From an optimization exercise on the open Yosys and OpenROAD flow, aimed at small area; shortcuts taken in it are not production practice.
In this exercise RTL edits were held to simulation tests only and were not proved equivalent to the original.
The flow treats the clock pin as an ideal source, which a real chip does not have.
Power is estimated from default activity; no workload was simulated.

## run 1
Design i2c_reg_target, start of the top module:
module i2c_reg_target #(
  parameter logic [6:0] CHIP_ADDR = 7'h39,
  parameter int         REG_DEPTH = 256,
  parameter bit         SCCB_MODE = 1'b0
) (
  input  logic       clk,
  input  logic       reset,
  input  logic       scl,
  input  logic       sda_i,
  output logic       sda_oe,
  output logic       wr_valid,
  output logic [7:0] wr_addr,
  output logic [7:0] wr_data,
  output logic       busy
);
Size: ~2700 cells after synthesis, roughly 2100 flip-flops, about 23 I/O pins, ~46000 um2 of cells after synthesis.
clock: 10.0 ns
lec_check: 0
cap_margin: 0
core_margin: 2
core_utilization: 76
slew_margin: 0
standard.sh (not shown) runs the stock make flow with config.mk's settings and CLKGATE_MAP_FILE= SYNTH_SCRIPT=/design/flow/synth_recipe.tcl, a recipe that flattens the netlist after the stock synthesis.
==> flow/flow/run.sh <==
#!/bin/bash
set -euo pipefail
cd "$(dirname "$0")/.."
WD=$PWD
rm -rf "$WD/orfs_scripts"
cp -r "$FLOW_HOME/scripts" "$WD/orfs_scripts"
cp "$WD/flow/abc_area_map.script" "$WD/orfs_scripts/abc_speed.script"
# The port buffers the standard flow inserts are plain buf_1 cells.
export BUFFER_PORTS_ARGS="-buffer_cell sky130_fd_sc_hd__buf_1"
STD=(bash standard.sh SCRIPTS_DIR="$WD/orfs_scripts")
RES="$WD/orfs/results/sky130hd/i2c_reg_target/base"

"${STD[@]}" place > standard_place.log 2>&1

B8=sky130_fd_sc_hd__clkbuf_8
B16=sky130_fd_sc_hd__clkbuf_16
BASE="-sink_clustering_enable -repair_clock_nets -dont_use_dummy_load -root_buf $B16"
CANDS=(
  "$BASE -buf_list $B8 -sink_clustering_size 16 -sink_clustering_max_diameter 50"
  "$BASE -buf_list $B8 -sink_clustering_size 16 -sink_clustering_max_diameter 45"
  "$BASE -buf_list $B8 -sink_clustering_size 16 -sink_clustering_max_diameter 40"
  "$BASE -buf_list $B8 -sink_clustering_size 16 -sink_clustering_max_diameter 35"
  "$BASE -buf_list $B16 -sink_clustering_buffer $B8 -sink_clustering_size 16 -sink_clustering_max_diameter 35 -distance_between_buffers 60"
  "$BASE -buf_list $B8 -sink_clustering_size 14 -sink_clustering_max_diameter 50"
  "$BASE -buf_list $B8 -sink_clustering_size 14 -sink_clustering_max_diameter 30"
  "$BASE -buf_list {$B8 $B16} -sink_clustering_size 20 -sink_clustering_max_diameter 40"
)
mkdir -p cts_try
for i in "${!CANDS[@]}"; do
  CTS_TRY_DIR="$RES" CTS_TRY_ARGS="${CANDS[$i]}" \
    openroad -no_init -exit flow/cts_est.tcl > "cts_try/try_$i.log" 2>&1 &
  if (( (i + 1) % 4 == 0 )); then wait; fi
done
wait
# Order the candidates: those whose estimated slew is within the margin by
# area, then the rest by slew. Each is tried in turn until the final layout's
# clock-pin slew is under the limit with a little margin.
: > cts_try/table
for i in "${!CANDS[@]}"; do
  r=$(sed -n 's/^RESULT //p' "cts_try/try_$i.log" | tail -1)
  [[ -z "$r" ]] && continue
  a=${r% *}; s=${r#* }
  echo "candidate $i: area +$a um2, est clock-pin slew $s ns: ${CANDS[$i]}" >> cts_try/summary.log
  if awk -v s="$s" 'BEGIN{exit !(s <= 0.118)}'; then k=0; else k=1; fi
  if [[ $k == 0 ]]; then echo "$k $a $s $i"; else echo "$k $s $a $i"; fi >> cts_try/table
done
ORDER=$(sort -k1,1n -k2,2g cts_try/table | awk '{print $4}')

n=0; ok=0
for i in $ORDER; do
  n=$((n + 1))
  if (( n > 3 )); then break; fi
  if (( n > 1 )); then
    mkdir -p "attempt$((n - 1))_logs" && cp -r "$WD/orfs/logs" "attempt$((n - 1))_logs/"
    "${STD[@]}" clean_finish clean_route clean_cts > "standard_clean$n.log" 2>&1
  fi
  echo "attempt $n: candidate $i" >> cts_try/summary.log
  export CTS_ARGS="${CANDS[$i]}"
  "${STD[@]}" finish > "standard_finish$n.log" 2>&1
  m=$(FINAL_DIR="$RES" openroad -no_init -exit flow/clk_slew.tcl 2>&1 | tee "clk_slew$n.log" | sed -n 's/^MAXSLEW //p' | tail -1 || true)
  echo "attempt $n: final clock-pin slew ${m:-?} ns" >> cts_try/summary.log
  if awk -v s="${m:-1}" 'BEGIN{exit !(s <= 0.126)}'; then ok=1; break; fi
done
if (( ok == 0 )); then
  echo "falling back to ORFS's default CTS" >> cts_try/summary.log
  mkdir -p attempt_last_logs && cp -r "$WD/orfs/logs" attempt_last_logs/
  unset CTS_ARGS
  "${STD[@]}" clean_finish clean_route clean_cts > standard_clean_last.log 2>&1
  "${STD[@]}" finish > standard_finish_last.log 2>&1
fi
Other scripts of this flow, unchanged in this note and not shown: flow/flow/abc_area_map.script, flow/flow/clk_slew.tcl, flow/flow/cts_est.tcl
--- input diff run 1..run 2 ---
- putting GPL_TIMING_DRIVEN at 0 where nothing was set
- swapping 0 for 20 in CAP_MARGIN
- swapping 0 for 20 in SLEW_MARGIN
diff --git a/flow/flow/run.sh b/flow/flow/run.sh
--- a/flow/flow/run.sh
+++ b/flow/flow/run.sh
@@ -19,3 +19,4 @@
-  "$BASE -buf_list $B8 -sink_clustering_size 16 -sink_clustering_max_diameter 50"
-  "$BASE -buf_list $B8 -sink_clustering_size 16 -sink_clustering_max_diameter 45"
-  "$BASE -buf_list $B8 -sink_clustering_size 16 -sink_clustering_max_diameter 40"
+  "$BASE -buf_list $B8 -sink_clustering_size 24 -sink_clustering_max_diameter 60"
+  "$BASE -buf_list $B8 -sink_clustering_size 20 -sink_clustering_max_diameter 40"
+  "$BASE -buf_list $B8 -sink_clustering_size 20 -sink_clustering_max_diameter 40 -distance_between_buffers 60"
+  "$BASE -buf_list $B8 -sink_clustering_size 18 -sink_clustering_max_diameter 40 -distance_between_buffers 60"
@@ -24 +24,0 @@
-  "$BASE -buf_list $B8 -sink_clustering_size 14 -sink_clustering_max_diameter 50"
@@ -25,0 +26 @@
+  "$BASE -buf_list $B16 -sink_clustering_size 32 -sink_clustering_max_diameter 50"
## What came out
[flow] run 2 | stages: complete | final checks: fail | reason: antenna violations
Standard cell with the maximum stage delay on the critical path: sky130_fd_sc_hd__a41oi_1 -> run 1, sky130_fd_sc_hd__nor4_2 -> run 2
Minimum clock period after layout, run 2 and run 1, higher one = run 2.
Against run 1, the final cell area of run 2 is higher.
Run 1 -> run 2: post-synthesis adder-cell area fraction delta 0, exact match
Run 2 vs run 1: internal power component up
In the tables for run 2 and run 1, count of nets left with antenna violations after detail routing reads higher with run 2.
Run 2 has final-layout fill cell count below what run 1 had.
Taking run 1 as the reference, in run 2 global-route wire length before repair shows a reduction of 1.1 mm; sequential share of cell area shows a reduction of 1.5 points; power shows an increase of about 4.6%.
Summary of the comparison: area of the multi-input gates is higher in run 2, relative to run 1.
Here is what was changed in the inputs of run 3 compared with run 2.
- GPL_TIMING_DRIVEN removed (was 0)
diff --git a/flow/flow/run.sh b/flow/flow/run.sh
--- a/flow/flow/run.sh
+++ b/flow/flow/run.sh
@@ -19,4 +19,3 @@
-  "$BASE -buf_list $B8 -sink_clustering_size 24 -sink_clustering_max_diameter 60"
-  "$BASE -buf_list $B8 -sink_clustering_size 20 -sink_clustering_max_diameter 40"
-  "$BASE -buf_list $B8 -sink_clustering_size 20 -sink_clustering_max_diameter 40 -distance_between_buffers 60"
-  "$BASE -buf_list $B8 -sink_clustering_size 18 -sink_clustering_max_diameter 40 -distance_between_buffers 60"
+  "$BASE -buf_list $B8 -sink_clustering_size 16 -sink_clustering_max_diameter 50"
+  "$BASE -buf_list $B8 -sink_clustering_size 16 -sink_clustering_max_diameter 45"
+  "$BASE -buf_list $B8 -sink_clustering_size 16 -sink_clustering_max_diameter 40"
@@ -24,0 +24 @@
+  "$BASE -buf_list $B8 -sink_clustering_size 14 -sink_clustering_max_diameter 50"
@@ -26 +25,0 @@
-  "$BASE -buf_list $B16 -sink_clustering_size 32 -sink_clustering_max_diameter 50"
In summary, run 3 completed successfully, with a layout that passed the timing, DRC and antenna checks.
Run 2 -> stages 100% | layout checks FAIL | antenna violations
From run 2 to run 3 the numbers moved as follows: global-route usage has increased; net count after synthesis has remained practically unchanged; maximum operating frequency has increased; first-pass GRT wire length has increased; placer's final routability congestion estimate has decreased.
Compare run 3 and run 2 | final worst slack lower: run 2
As of run 3, leakage power had fallen slightly compared to run 2.
Comparing run 3 with run 2, the layout inverter count without the clock tree came out essentially unchanged.
Run 3: relative contribution of the clock network to total power 3.0 points below run 2
As far as area of the die goes, run 2 and run 3 are indistinguishable; the numbers are identical.
Run 3: signed area change from the synthesized netlist to the final layout lower than run 2
> inputs changed (run 3 -> run 4)
- swapping 76 for 74 in CORE_UTILIZATION
- Run 4 completed end to end with timing, DRC and antenna clean.
- There was hardly any difference in final design area excluding fillers between run 4 and run 3.
- Between run 4 and run 3, clock skew is lower for run 3, run 4 comes in above that.
- The routed metal-1 wirelength in run 4 sits about 3% below the value recorded for run 3.
- As far as synthesized area goes, run 3 and run 4 are indistinguishable; the numbers are identical.
- Against run 3 as the reference, run 4 delivers a lower top fanout value on the critical path.
- Areal power density over the cells: run 4 lower than run 3
- Between run 4 and run 3, it is run 4 whose switching power share of the total is lower, by 0.25 points.
- Lower highest cell delay on the worst timing path among run 4 and run 3: run 3
- Between run 4 and run 3, the worst endpoint data arrival time is higher for run 4.
- Sort run 4 and run 3 by global-route met2 utilization desc -> top: run 3
- Relative to run 3, fraction of the cycle the final worst path needs has gone up in run 4.
Setup changes, run 4 to run 5
- swapping 74 for 76 in CORE_UTILIZATION
diff --git a/flow/flow/run.sh b/flow/flow/run.sh
--- a/flow/flow/run.sh
+++ b/flow/flow/run.sh
@@ -19,3 +19,4 @@
-  "$BASE -buf_list $B8 -sink_clustering_size 16 -sink_clustering_max_diameter 50"
-  "$BASE -buf_list $B8 -sink_clustering_size 16 -sink_clustering_max_diameter 45"
-  "$BASE -buf_list $B8 -sink_clustering_size 16 -sink_clustering_max_diameter 40"
+  "$BASE -buf_list $B8 -sink_clustering_size 24 -sink_clustering_max_diameter 60"
+  "$BASE -buf_list $B8 -sink_clustering_size 20 -sink_clustering_max_diameter 40"
+  "$BASE -buf_list $B8 -sink_clustering_size 20 -sink_clustering_max_diameter 40 -distance_between_buffers 60"
+  "$BASE -buf_list $B8 -sink_clustering_size 18 -sink_clustering_max_diameter 40 -distance_between_buffers 60"
@@ -24 +24,0 @@
-  "$BASE -buf_list $B8 -sink_clustering_size 14 -sink_clustering_max_diameter 50"
@@ -25,0 +26 @@
+  "$BASE -buf_list $B16 -sink_clustering_size 32 -sink_clustering_max_diameter 50"
Relative to run 4, the floorplan row count of run 5 is lower by about 1.1%. When the final numbers for run 5 and run 4 were put side by side, the share of cells above drive strength 1 turned out to be greater in run 5. The fraction of area in non-clock buffers on run 4 is in line with that on run 5. Run 5 leaves more setup margin than run 4.

==> separate check: timing with driven ports <==
The results above use ideal ports. As a check the final layouts listed here were re-extracted and re-timed, cells and wires unchanged.
Step 1, drivers: a clkbuf_16 drives clk and a buf_2 each remaining input, both assumed.
Step 2 adds t to the input delays and takes it off the output delays; t is the mean of the earliest and latest rising clock arrival at the registers after step 1. Input paths then give back, and output paths get back, about the clock's delay inside the block.
Slacks: ideal / step 1 / step 2; pairs: ideal / step 1.
run | t (ns) | setup WS [ns] | slew at the worst register clock pin (ns) | pins driven straight from the clock port
run 1 | 0.740 | 4.391 / 4.391 / 4.391 | 0.10 / 0.10 | 1
run 2 | 0.742 | 3.370 / 3.370 / 3.370 | 0.09 / 0.09 | 1
run 3 | 0.738 | 4.400 / 4.400 / 4.400 | 0.10 / 0.10 | 1
run 4 | 0.695 | 4.229 / 4.229 / 4.229 | 0.11 / 0.11 | 1
run 5 | 0.726 | 4.320 / 4.320 / 4.320 | 0.10 / 0.10 | 1
